What follows belongs to an exercise in optimizing a design on an open flow for a short achievable clock period and few clock cycles; a production flow would make more cautious choices.
The RTL was checked by simulation tests, not by an equivalence proof against the original design.
Power and IR drop assume default switching activity.

main:
// cpu_top
module cpu_top #(
    parameter int MEM_DEPTH = 256
) (
    input  logic           clk,
    input  logic           rst,
    input  logic           run,
    input  logic           load_en,
    input  isa_pkg::addr_t load_addr,
    input  isa_pkg::word_t load_data,
    output logic           out_valid,
    output isa_pkg::word_t out_data,
    output logic           halted
);
    localparam int IW   = ctrl_pkg::IN_W;
    localparam int NBTB = ctrl_pkg::BTB_N;
    logic           run_q;
    isa_pkg::addr_t pc;
    logic [ctrl_pkg::IN_BANK-1:0] pc_oh;      
    logic [NBTB-1:0] btb_v;
    isa_pkg::addr_t  btb_tag [NBTB];
    isa_pkg::addr_t  btb_tgt [NBTB];
    logic [ctrl_pkg::IN_BANK-1:0] btb_tgt_oh [NBTB];    
    logic [$clog2(NBTB)-1:0] btb_rr;
    logic           fv;
    isa_pkg::addr_t fpc;
    logic           fpred;     
    isa_pkg::addr_t fpt;
    logic [ctrl_pkg::BANKS-1:0][15:0] pf;
    logic [ctrl_pkg::BANKS-1:0][3:0]  pf_pd;
    logic [ctrl_pkg::BANKS-1:0]       f_oh;    
    logic           ff_e, ff_w, ff_l;          
    logic            v1;
    isa_pkg::instr_t ir;
    logic [ctrl_pkg::IN_BANK-1:0] ir_oh;      
    isa_pkg::addr_t  pc1;
    logic [3:0]      pd1;      
    logic            pred1;
    isa_pkg::addr_t  pt1;
    logic               v2;
    ctrl_pkg::ex_ctrl_t ctrl2;
    isa_pkg::addr_t     a2;
    logic               tk2;       
    logic               jz2, jn2;  
    logic               pred2;     
    logic               bun2;
    isa_pkg::addr_t     pt2;
    isa_pkg::addr_t     pc2;
    logic [ctrl_pkg::BANKS-1:0][15:0] po;
  ...
==> flow/config.mk <==
export PLATFORM = sky130hd
export DESIGN_NAME = cpu_top
export DESIGN_NICKNAME = cpu_top
export VERILOG_FILES = /design/flow/design.v
export SDC_FILE = /design/flow/constraint.sdc
export NUM_CORES = 4
export LEC_CHECK = 0
export ABC_CLOCK_PERIOD_IN_PS = 2000
export CAP_MARGIN = 40
export CORE_MARGIN = 2
export CORE_UTILIZATION = 50
export CTS_CLUSTER_DIAMETER = 60
export CTS_CLUSTER_SIZE = 24
export SETUP_SLACK_MARGIN = 2.3
export SLEW_MARGIN = 70
export SYNTH_HIERARCHICAL = 1
==> flow/constraint.sdc <==
create_clock -name core_clock -period 5.0 [get_ports {clk}]
set_input_delay 1.0000 -clock core_clock [delete_from_list [all_inputs] [get_ports {clk}]]
set_output_delay 1.0000 -clock core_clock [all_outputs]
set_load 0.01 [all_outputs]
standard.sh (not shown) runs the stock make flow with config.mk's settings and CLKGATE_MAP_FILE= SYNTH_SCRIPT=/design/flow/synth_recipe.tcl, a recipe that flattens the netlist after the stock synthesis.
==> flow/flow/run.sh <==
#!/bin/bash
set -euo pipefail
bash standard.sh synth > standard_synth.log 2>&1
DONT_USE="sky130_fd_sc_hd__probe_p_8 sky130_fd_sc_hd__probec_p_8 sky130_fd_sc_hd__lpflow_bleeder_1 sky130_fd_sc_hd__lpflow_clkbufkapwr_1 sky130_fd_sc_hd__lpflow_clkbufkapwr_16 sky130_fd_sc_hd__lpflow_clkbufkapwr_2 sky130_fd_sc_hd__lpflow_clkbufkapwr_4 sky130_fd_sc_hd__lpflow_clkbufkapwr_8 sky130_fd_sc_hd__lpflow_clkinvkapwr_1 sky130_fd_sc_hd__lpflow_clkinvkapwr_16 sky130_fd_sc_hd__lpflow_clkinvkapwr_2 sky130_fd_sc_hd__lpflow_clkinvkapwr_4 sky130_fd_sc_hd__lpflow_clkinvkapwr_8 sky130_fd_sc_hd__lpflow_decapkapwr_12 sky130_fd_sc_hd__lpflow_decapkapwr_3 sky130_fd_sc_hd__lpflow_decapkapwr_4 sky130_fd_sc_hd__lpflow_decapkapwr_6 sky130_fd_sc_hd__lpflow_decapkapwr_8 sky130_fd_sc_hd__lpflow_inputiso0n_1 sky130_fd_sc_hd__lpflow_inputiso0p_1 sky130_fd_sc_hd__lpflow_inputiso1n_1 sky130_fd_sc_hd__lpflow_inputiso1p_1 sky130_fd_sc_hd__lpflow_inputisolatch_1 sky130_fd_sc_hd__lpflow_isobufsrc_1 sky130_fd_sc_hd__lpflow_isobufsrc_16 sky130_fd_sc_hd__lpflow_isobufsrc_2 sky130_fd_sc_hd__lpflow_isobufsrc_4 sky130_fd_sc_hd__lpflow_isobufsrc_8 sky130_fd_sc_hd__lpflow_isobufsrckapwr_16 sky130_fd_sc_hd__lpflow_lsbuf_lh_hl_isowell_tap_1 sky130_fd_sc_hd__lpflow_lsbuf_lh_hl_isowell_tap_2 sky130_fd_sc_hd__lpflow_lsbuf_lh_hl_isowell_tap_4 sky130_fd_sc_hd__lpflow_lsbuf_lh_isowell_4 sky130_fd_sc_hd__lpflow_lsbuf_lh_isowell_tap_1 sky130_fd_sc_hd__lpflow_lsbuf_lh_isowell_tap_2 sky130_fd_sc_hd__lpflow_lsbuf_lh_isowell_tap_4 sky130_fd_sc_hd__clkdlybuf4s15_1 sky130_fd_sc_hd__clkdlybuf4s15_2 sky130_fd_sc_hd__clkdlybuf4s18_1 sky130_fd_sc_hd__clkdlybuf4s18_2 sky130_fd_sc_hd__clkdlybuf4s25_1 sky130_fd_sc_hd__clkdlybuf4s25_2 sky130_fd_sc_hd__clkdlybuf4s50_1 sky130_fd_sc_hd__clkdlybuf4s50_2 sky130_fd_sc_hd__dlygate4sd1_1 sky130_fd_sc_hd__dlygate4sd2_1 sky130_fd_sc_hd__dlygate4sd3_1 sky130_fd_sc_hd__dlymetal6s2s_1 sky130_fd_sc_hd__dlymetal6s4s_1 sky130_fd_sc_hd__dlymetal6s6s_1"
bash standard.sh "DONT_USE_CELLS=$DONT_USE" "BUFFER_PORTS_ARGS=-buffer_cell sky130_fd_sc_hd__buf_4" "SETUP_MOVE_SEQUENCE=unbuffer,sizeup,swap,clone,split" finish > standard_layout.log 2>&1
Testbench counts of main, summed over its fixed seeds: cycles 56,384.
Modified inputs, the feature branch compared to main
Settings: PLACE_DENSITY now 0.72, previously not set; CORE_UTILIZATION now 60, was 50; SETUP_SLACK_MARGIN now 2.4, was 2.3.
==> flow/run.sh (new file) <==
#!/bin/bash
# synth_recipe.tcl (not shown) runs the flow's synth.tcl, then flattens the netlist and writes it again
# the make line also repeats each setting of config.mk as NAME=value (left out here)
make -C /OpenROAD-flow-scripts/flow DESIGN_CONFIG=/design/flow/config.mk WORK_HOME=/design/flow/orfs CLKGATE_MAP_FILE= SYNTH_SCRIPT=/design/flow/synth_recipe.tcl finish
removed: flow/flow/run.sh
removed: flow/standard.sh
Findings:
- The feature branch: flow completed, timing, DRC and antenna clean
- Looking only at die outline height, and setting everything else aside, the lower value of the feature branch and main goes to the feature branch.
- Compared with main, in the feature branch share of final layout cell area taken by non-clock buffers went up; via total after detailed routing went up; total number of tap cells went down.
- The complex-gate fraction of the synthesized area was comparable across the feature branch and main.
- [compare] base=main new=the feature branch: relative contribution of combinational cells to total power shows an increase of 1.0 points, worst-case vdd ir drop shows an increase of 2.2%.

[static timing again, ports no longer ideal]
Ports are ideal in the flow. The routed layouts listed here were re-timed in OpenROAD.
Step 1: set_driving_cell puts a clkbuf_16 on clk and a buf_2 on each other input, an assumption about the parent block.
Step 2 times the ports against the registers' clock, not the clock port: input delays grow and output delays shrink by t, the midpoint of the rising clock arrivals with the driver on.
Slacks: no drivers / after step 1 / after step 2; pairs: no drivers / after step 1.
| run | shift t [ns] | slack for setup (ns) | worst setup path at the end | worst register clock-pin slew, ns | cell pins on the clock port's net |
|---|---|---|---|---|---|
| main | 1.230 | 1.904 / 1.904 / 1.904 | register to register | 0.10 / 0.10 | 1 |
| the feature branch | 1.192 | 2.171 / 2.171 / 2.171 | register to register | 0.10 / 0.10 | 1 |
After both steps every run listed still meets setup and hold.
